Background: an optimization exercise with open tools, aiming at small area, a short achievable clock period and few clock cycles. Do not read the settings as production practice. In this exercise RTL edits were held to simulation tests only and were not proved equivalent to the original. Power and IR drop assume default switching activity.

## build 84
==> flow/design.v <==
function automatic [3:0] board_index(input [1:0] dir, input integer k, input integer i);
	integer r;
	integer c;
	integer idx;
	begin
		case (dir)
			2'd0: begin
				r = k;
				c = i;
			end
			2'd1: begin
				r = k;
				c = 4 - 1 - i;
			end
			2'd2: begin
				r = i;
				c = k;
			end
			default: begin  
				r = 4 - 1 - i;
				c = k;
			end
		endcase
		idx = r * 4 + c;
		board_index = idx[3:0];
	end
endfunction
module line_merge (input [15:0] line_in, output logic [15:0] line_out, output logic changed);
	logic [3:0] a0,a1,a2,a3,p0,p1,p2,p3;
	logic z0,z1,z2,z3;
	logic e01,e12,e23,m0,m1,m2;
	logic [3:0] t0,t1,t2,t3;   
	logic w0,w1,w2;            
	function automatic [3:0] inc(input [3:0] x);
		inc = {x[3]^(x[2]&x[1]&x[0]), x[2]^(x[1]&x[0]), x[1]^x[0], ~x[0]};
	endfunction
	always_comb begin
		{a3,a2,a1,a0} = line_in;
		z0 = a0==0; z1 = a1==0; z2 = a2==0; z3 = a3==0;
		p0 = !z0 ? a0 : !z1 ? a1 : !z2 ? a2 : a3;
		case ({z0,z1})
			2'b00: p1 = a1;
			2'b01, 2'b10: p1 = !z2 ? a2 : a3;
			default: p1 = a3;  
		endcase
		if ({z0,z1} == 2'b11) p1 = (!z2) ? a3 : 4'd0;
		p2 = (!z0 && !z1 && !z2) ? a2 : ((z0 + z1 + z2) == 1 ? a3 : 4'd0);
		if ((z0 + z1 + z2) == 1 && z3) p2 = 0;
		p3 = (!z0 && !z1 && !z2) ? a3 : 4'd0;
		if (!(!z0 && !z1 && !z2 && !z3)) p3 = 0;
		e01 = p0 == p1 && p1 != 0;
		e12 = p1 == p2 && p2 != 0;
		e23 = p2 == p3 && p3 != 0;
		m0 = e01;
		m1 = !m0 && e12;
		m2 = !m1 && e23;
		if (m0) begin
			t0 = inc(p0); w0 = p0 == 15;
			t1 = m2 ? inc(p2) : p2; w1 = m2 && p2 == 15;
			t2 = m2 ? 4'd0 : p3; w2 = 0;
			t3 = 0;
		end else if (m1) begin
			t0 = p0; w0 = 0;
			t1 = inc(p1); w1 = p1 == 15;
			t2 = p3; w2 = 0;
			t3 = 0;
		end else begin
			t0 = p0; w0 = 0;
			t1 = p1; w1 = 0;
			t2 = m2 ? inc(p2) : p2; w2 = m2 && p2 == 15;
			t3 = m2 ? 4'd0 : p3;
		end
		line_out = {t3,t2,t1,t0};
		if (w0 && w1) line_out = {8'd0, t3, t2};
		else if (w0) line_out = {4'd0, t3, t2, t1};
		else if (w1) line_out = {4'd0, t3, t2, t0};
		else if (w2) line_out = {4'd0, t3, t1, t0};
		changed = (z0 && (!z1 || !z2 || !z3)) | (z1 && (!z2 || !z3)) | (z2 && !z3) | m0 | m1 | m2;
	end
endmodule
module g2048_top (
	input  logic        clk,
	input  logic        rst_n,
	input  logic        cyc,
	input  logic        stb,
	input  logic        we,
	input  logic [4:0]  adr,
	input  logic [31:0] dat_w,
	output logic [31:0] dat_r,
	output logic        ack
);
function automatic [3:0] board_index(input [1:0] dir, input integer k, input integer i);
	integer r;
	integer c;
	integer idx;
	begin
		case (dir)
			2'd0: begin
				r = k;
				c = i;
			end
			2'd1: begin
				r = k;
				c = 4 - 1 - i;
			end
			2'd2: begin
				r = i;
				c = k;
			end
			default: begin  
				r = 4 - 1 - i;
				c = k;
			end
		endcase
		idx = r * 4 + c;
		board_index = idx[3:0];
	end
endfunction
	logic [63:0] board;       
	logic [3:0]  lfsr;
	logic [3:0]  ph;          
	logic        pend;        
	logic [1:0]  dir;
	logic        chg;         
	logic [3:0]  rdat;
	logic        rst_q;       
	logic        wr_pend;     
	logic [3:0]  wr_adr;      
	logic        busy;
	logic        req;
	logic        wr_move;
	logic [15:0] wr_cell;     
	logic [15:0] line;        
	logic [15:0] merged;
	logic        changed;
	logic [15:0] wrev;        
	logic        sel_row;     
	logic        sel_col;     
	logic [3:0]  lfsr_next;
	logic [15:0] put;
	logic [63:0] cur;         
	logic        win;
	logic        lose;
	logic [3:0]  rd_data;
	assign busy    = |ph;
	assign req     = cyc && stb && !ack && !busy && !rst_q;
	assign wr_move = req && we && (adr == 5'd16);
	always_comb begin
		for (int i = 0; i < 4; i++)
			line[4*i +: 4] = board[4*board_index(dir, 0, i) +: 4];
	end
	line_merge u_merge (
		.line_in  (line),
		.line_out (merged),
		.changed  (changed)
	);
	always_comb begin
		for (int k = 0; k < 4; k++)
			wrev[4*k +: 4] = dir[0] ? merged[4*(3 - k) +: 4] : merged[4*k +: 4];
	end
	assign lfsr_next = {lfsr[2:0], lfsr[3] ^ lfsr[2]};
	always_comb begin
		logic [15:0] empty;
		logic [15:0] upper;
		logic [3:0]  ru;          
		logic [3:0]  re;          
		logic [15:0] fu;          
		logic [15:0] fe;
		logic [3:0]  gu;          
		logic [3:0]  ge;
		for (int r = 0; r < 4; r++)
			for (int c = 0; c < 4; c++) begin
				empty[4*r + c] = (board[4*(4*r + c) +: 4] == 4'd0);
				upper[4*r + c] = empty[4*r + c]
				                 && (r > lfsr_next[3:2] || (r == lfsr_next[3:2] && c >= lfsr_next[1:0]));
			end
		for (int r = 0; r < 4; r++) begin
			ru[r] = |upper[4*r +: 4];
			re[r] = |empty[4*r +: 4];
			for (int c = 0; c < 4; c++) begin
				fu[4*r + c] = upper[4*r + c];
				fe[4*r + c] = empty[4*r + c];
				for (int k = 0; k < c; k++) begin
					if (upper[4*r + k]) fu[4*r + c] = 1'b0;
					if (empty[4*r + k]) fe[4*r + c] = 1'b0;
				end
			end
		end
		for (int r = 0; r < 4; r++) begin
			gu[r] = ru[r];
			ge[r] = re[r];
			for (int k = 0; k < r; k++) begin
				if (ru[k]) gu[r] = 1'b0;
				if (re[k]) ge[r] = 1'b0;
			end
		end
		for (int j = 0; j < 16; j++)
			put[j] = pend && chg && ((|ru) ? (gu[j/4] && fu[j]) : (ge[j/4] && fe[j]));
		cur = board;
		for (int j = 0; j < 16; j++)
			cur[4*j] = board[4*j] | put[j];
	end
	always_comb begin
		logic full;
		logic pair;
		win  = 1'b0;
		full = 1'b1;
		pair = 1'b0;
		for (int q = 0; q < 16; q++) begin
			if (cur[4*q +: 4] == 4'd0) full = 1'b0;
			if (cur[4*q +: 4] == 11) win = 1'b1;
		end
		for (int r = 0; r < 4; r++)
			for (int c = 0; c < 3; c++)
				if (cur[4*(4*r + c) +: 4] == cur[4*(4*r + c + 1) +: 4]) pair = 1'b1;
		for (int r = 0; r < 3; r++)
			for (int c = 0; c < 4; c++)
				if (cur[4*(4*r + c) +: 4] == cur[4*(4*r + c + 4) +: 4]) pair = 1'b1;
		lose = full && !pair;
	end
	always_comb begin
		logic [3:0] rowv [4];
		logic [3:0] cellv;
		logic [3:0] stv;
		for (int r = 0; r < 4; r++)
			rowv[r] = adr[1] ? (adr[0] ? cur[4*(4*r + 3) +: 4] : cur[4*(4*r + 2) +: 4])
			                 : (adr[0] ? cur[4*(4*r + 1) +: 4] : cur[4*(4*r) +: 4]);
		cellv   = adr[3] ? (adr[2] ? rowv[3] : rowv[2]) : (adr[2] ? rowv[1] : rowv[0]);
		stv     = (adr[3:0] == 5'd17 - 5'd16) ? {1'b0, lose, win, busy} : 4'd0;
		rd_data = adr[4] ? stv : cellv;
	end
	always_comb begin
		for (int j = 0; j < 16; j++)
			wr_cell[j] = wr_pend && !rst_q && (wr_adr == j);
	end
	assign sel_row = busy && !dir[1] && !rst_q;
	assign sel_col = busy && dir[1] && !rst_q;
	always_ff @(posedge clk) begin
		for (int r = 0; r < 4; r++)
			for (int c = 0; c < 4; c++)
				board[4*(4*r + c) +: 4] <=
					({4{!busy && !wr_cell[4*r + c] && !rst_q}} & cur[4*(4*r + c) +: 4])
					| ({4{wr_cell[4*r + c]}} & dat_w[3:0])
					| ({4{sel_row}} & ((r < 3) ? board[4*(4*(r + 1) + c) +: 4] : wrev[4*c +: 4]))
					| ({4{sel_col}} & ((c < 3) ? board[4*(4*r + c + 1) +: 4] : wrev[4*r +: 4]));
	end
	always_ff @(posedge clk) begin
		if (!rst_n)
			ack <= 1'b0;
		else
			ack <= req;
		rst_q   <= !rst_n;
		wr_pend <= rst_n && req && we && !adr[4];
		wr_adr  <= adr[3:0];
	end
	always_ff @(posedge clk) begin
		if (rst_q) begin
			ph   <= 4'd0;
			pend <= 1'b0;
			lfsr <= 4'b1001;
		end else begin
			ph   <= {ph[2:0], wr_move};
			pend <= ph[3];
			if (pend && chg)
				lfsr <= lfsr_next;
		end
	end
	always_ff @(posedge clk) begin
		if (!busy)
			dir <= dat_w[1:0];
		chg  <= busy && ((!ph[0] && chg) || changed);
		rdat <= rd_data;
	end
	assign dat_r = {28'd0, rdat};
endmodule
clock: 30.0 ns
lec_check: 0
cap_margin: 20
core_margin: 2
core_utilization: 40
cts_buf_list: sky130_fd_sc_hd__clkbuf_4 sky130_fd_sc_hd__clkbuf_8
slew_margin: 20
standard.sh (not shown) runs the stock make flow with config.mk's settings and CLKGATE_MAP_FILE= SYNTH_SCRIPT=/design/flow/synth_recipe.tcl, a recipe that flattens the netlist after the stock synthesis.
==> flow/flow/run.sh <==
#!/bin/bash
# Layout flow: the standard ORFS flow, with synthesis changed only in its
# technology mapping: no adder extraction (ADDER_MAP_FILE empty) and an
# area-oriented ABC script for the combinational logic, then ABC gate sizing. Registers, their
# names and cell types are as the standard synthesis makes them. The port
# buffers are buf_4 instead of the flow's pick. One tie cell drives all the
# constant outputs. Clock tree synthesis adds no dummy loads.
set -euo pipefail
HERE=$(pwd)
FLOW_DIR=$HERE/flow

# The read mux (from the address inputs to the read data register) is mapped
# on its own for depth first, as the address arrives late in the cycle; the
# rest of the logic is mapped for area.
cat > $HERE/own_synth.tcl <<'TCL'
proc abc {args} {
  set i [lsearch -exact $args -script]
  set stop ":-sky130_fd_sc_hd__dfxtp_1:-sky130_fd_sc_hd__edfxtp_1"
  yosys select -set rdmux i:adr %co*$stop c:rdat* %ci1 %ci*$stop %i {t:$_*} %i
  yosys tee -q -o $::env(OWN_FLOW_DIR)/../rdmux_cells.txt select -list @rdmux
  set fast $args
  lset fast [expr { $i + 1 }] $::env(OWN_FLOW_DIR)/abc_fast.script
  yosys abc {*}$fast -dont_use sky130_fd_sc_hd__mux4_1 -dont_use sky130_fd_sc_hd__mux4_2 -dont_use sky130_fd_sc_hd__mux4_4 @rdmux
  lset args [expr { $i + 1 }] $::env(OWN_FLOW_DIR)/abc_area.script
  yosys abc {*}$args
}
TCL
echo "source $HERE/synth_recipe.tcl" >> $HERE/own_synth.tcl
export OWN_FLOW_DIR=$FLOW_DIR

sed -e "s#SYNTH_SCRIPT=[^ ]*#SYNTH_SCRIPT=$HERE/own_synth.tcl ADDER_MAP_FILE= SKIP_REPAIR_TIE_FANOUT=1 SYNTH_INSBUF=0 BUFFER_PORTS_ARGS='-buffer_cell sky130_fd_sc_hd__buf_4' CTS_ARGS='-sink_clustering_enable -repair_clock_nets -buf_list {sky130_fd_sc_hd__clkbuf_4 sky130_fd_sc_hd__clkbuf_8} -dont_use_dummy_load -sink_clustering_size 25'#" standard.sh > $HERE/own_standard.sh
grep -q "own_synth.tcl" $HERE/own_standard.sh

bash $HERE/own_standard.sh finish > $HERE/make_finish.log 2>&1
==> flow/flow/abc_area.script <==
strash
&get -n
&fraig -x
&put
scorr
dc2
balance
rewrite
refactor
balance
rewrite
rewrite -z
balance
refactor -z
rewrite -z
balance
strash
dch -f
amap
topo
stime -c
upsize -c -D 5000
dnsize -c -D 5000
==> flow/flow/abc_fast.script <==
strash
&get -n
&fraig -x
&put
scorr
dc2
strash
&get -n
&dch -f
&if -g -K 6
&synch2
&nf
&put
topo
stime -c
buffer -c
upsize -c
dnsize -c
Testbench counts of build 84, summed over its fixed seeds: cycles 70,728.
> inputs changed (build 84 -> build 3)
- setting PLACE_DENSITY to 0.5 for the first time
--- a/flow/flow/run.sh
+++ b/flow/flow/run.sh
@@ -30,3 +30,3 @@
 
-sed -e "s#SYNTH_SCRIPT=[^ ]*#SYNTH_SCRIPT=$HERE/own_synth.tcl ADDER_MAP_FILE= SKIP_REPAIR_TIE_FANOUT=1 SYNTH_INSBUF=0 BUFFER_PORTS_ARGS='-buffer_cell sky130_fd_sc_hd__buf_4' CTS_ARGS='-sink_clustering_enable -repair_clock_nets -buf_list {sky130_fd_sc_hd__clkbuf_4 sky130_fd_sc_hd__clkbuf_8} -dont_use_dummy_load -sink_clustering_size 25'#" standard.sh > $HERE/own_standard.sh
+sed -e "s#SYNTH_SCRIPT=[^ ]*#SYNTH_SCRIPT=$HERE/own_synth.tcl ADDER_MAP_FILE= SKIP_REPAIR_TIE_FANOUT=1 SYNTH_INSBUF=0 BUFFER_PORTS_ARGS='-buffer_cell sky130_fd_sc_hd__buf_4' CTS_ARGS='-sink_clustering_enable -repair_clock_nets -buf_list {sky130_fd_sc_hd__clkbuf_4 sky130_fd_sc_hd__clkbuf_8} -dont_use_dummy_load'#" standard.sh > $HERE/own_standard.sh
 grep -q "own_synth.tcl" $HERE/own_standard.sh
## What came out
Against build 84, post-layout minimum cycle time in build 3 came out better.
Against build 84, count of fill cells added during filler insertion in build 3 rose slightly.
On area after synthesis, build 84 and build 3 are basically level.
Build 3 reached the end of the flow, and the finished layout is clean on the timing, DRC and antenna checks.
Compared to build 84, build 3 has proportion of power drawn by combinational gates 0.5 points higher.
Status: fmax parity (build 84, build 3)
> inputs changed (build 3 -> build 6)
- PLACE_DENSITY no longer set, was 0.5
- SLEW_MARGIN now 45, was 20
[summary]
- The flow did not stop early for build 6: all stages ran, and the layout cleared the timing, DRC and antenna checks.
- met3 usage in global routing ends up higher on build 6.
- Build 6 falls short of build 3 in worst setup slack after layout.
- Re growth of design area from synthesis to finish: build 6 is 0.48 points up on build 3.
- Build 6 vs. build 3: worst vdd rail ir drop increased by about 13% relative to the old numbers; share of synthesized area spent on multiplexers closely matched the old numbers; total power after layout decreased by about 0.8% relative to the old numbers; number of unique standard cell types used by synthesis closely matched the old numbers.
- Delta(cell leakage power, build 6 - build 3) > 0
- Fraction of area in multi-input gates of build 6 is on par with build 3.
[inputs] build 2 vs build 6
- SLEW_MARGIN: 45 -> 20
- PLACE_DENSITY: unset -> 0.75
[summary]
Going from build 6 to build 2, total met3 wirelength after detailed routing grew by a little under 10%.
In build 2 relative to build 6, final area had gone down slightly.
Leakage power summed over all cells (build 2 vs. build 6) decreases slightly
Of build 2 and build 6, it is build 2 that has the lower routed wire length.
Build 6 -> build 2: simple-gate portion of the synthesized area delta 0, exact match
The overall power after layout in build 2 sits 0.0041 mW below the value recorded for build 6.
[build 2] peak ir drop on the vdd network rose about 40% relative to build 6
Build 2 vs. build 6: final worst-path cycle share was more or less identical, share of cells above drive strength 1 moved down.
The following lists how build 26 was set up differently from build 2:
- a deleted PLACE_DENSITY that had been 0.75
--- a/flow/flow/run.sh
+++ b/flow/flow/run.sh
@@ -30,3 +30,3 @@
 
-sed -e "s#SYNTH_SCRIPT=[^ ]*#SYNTH_SCRIPT=$HERE/own_synth.tcl ADDER_MAP_FILE= SKIP_REPAIR_TIE_FANOUT=1 SYNTH_INSBUF=0 BUFFER_PORTS_ARGS='-buffer_cell sky130_fd_sc_hd__buf_4' CTS_ARGS='-sink_clustering_enable -repair_clock_nets -buf_list {sky130_fd_sc_hd__clkbuf_4 sky130_fd_sc_hd__clkbuf_8} -dont_use_dummy_load'#" standard.sh > $HERE/own_standard.sh
+sed -e "s#SYNTH_SCRIPT=[^ ]*#SYNTH_SCRIPT=$HERE/own_synth.tcl ADDER_MAP_FILE= SKIP_REPAIR_TIE_FANOUT=1 SYNTH_INSBUF=0 BUFFER_PORTS_ARGS='-buffer_cell sky130_fd_sc_hd__buf_4' CTS_ARGS='-sink_clustering_enable -repair_clock_nets -buf_list {sky130_fd_sc_hd__clkbuf_4 sky130_fd_sc_hd__clkbuf_8} -dont_use_dummy_load -sink_clustering_size 30 -sink_clustering_max_diameter 80'#" standard.sh > $HERE/own_standard.sh
 grep -q "own_synth.tcl" $HERE/own_standard.sh
Results
- Build 26 finished every step from synthesis to the final layout, and the layout passed the timing, DRC and antenna checks.
- The design area on build 26 is in line with that on build 2.
- Going from build 2 to build 26, clock power saw an increase, wire length of the first global-routing pass saw an increase, total routing resource utilization after global routing saw an increase, fraction of area in multi-input gates saw little to no change.
- Looking at sequential fraction of design power, build 26 sits 0.8 points lower than build 2 does.
- Taking build 2 as the reference, in build 26 register-to-register slack shrank by 160 ps; leakage power picked up an extra 0.47%; reported net switching power went up.

-- separate check: timing with driven ports --
No port has a modelled driver above. Below, the same layouts with a new extraction and two added sets of constraints.
Step 1, drivers: a clkbuf_16 drives clk and a buf_2 each remaining input, both assumed.
Step 2 adds t to the input delays and takes it off the output delays; t is the mean of the earliest and latest rising clock arrival at the registers after step 1. Input paths then give back, and output paths get back, about the clock's delay inside the block.
a / b / c = ideal / step 1 / step 2; a / b = the first two.
run	t (ns)	setup slack, ns	cell pins on the clock port's net
build 84	0.425	22.973 / 22.988 / 22.563	1
build 3	0.427	22.993 / 23.012 / 22.584	1
build 6	0.426	22.987 / 23.009 / 22.582	1
build 2	0.418	23.011 / 23.016 / 22.597	1
build 26	0.425	22.973 / 22.988 / 22.563	1
After both steps setup and hold are still met in every run listed. For build 2, which loses most, drivers alone change the setup slack by +0.005 ns; drivers and shift together by -0.414 ns.
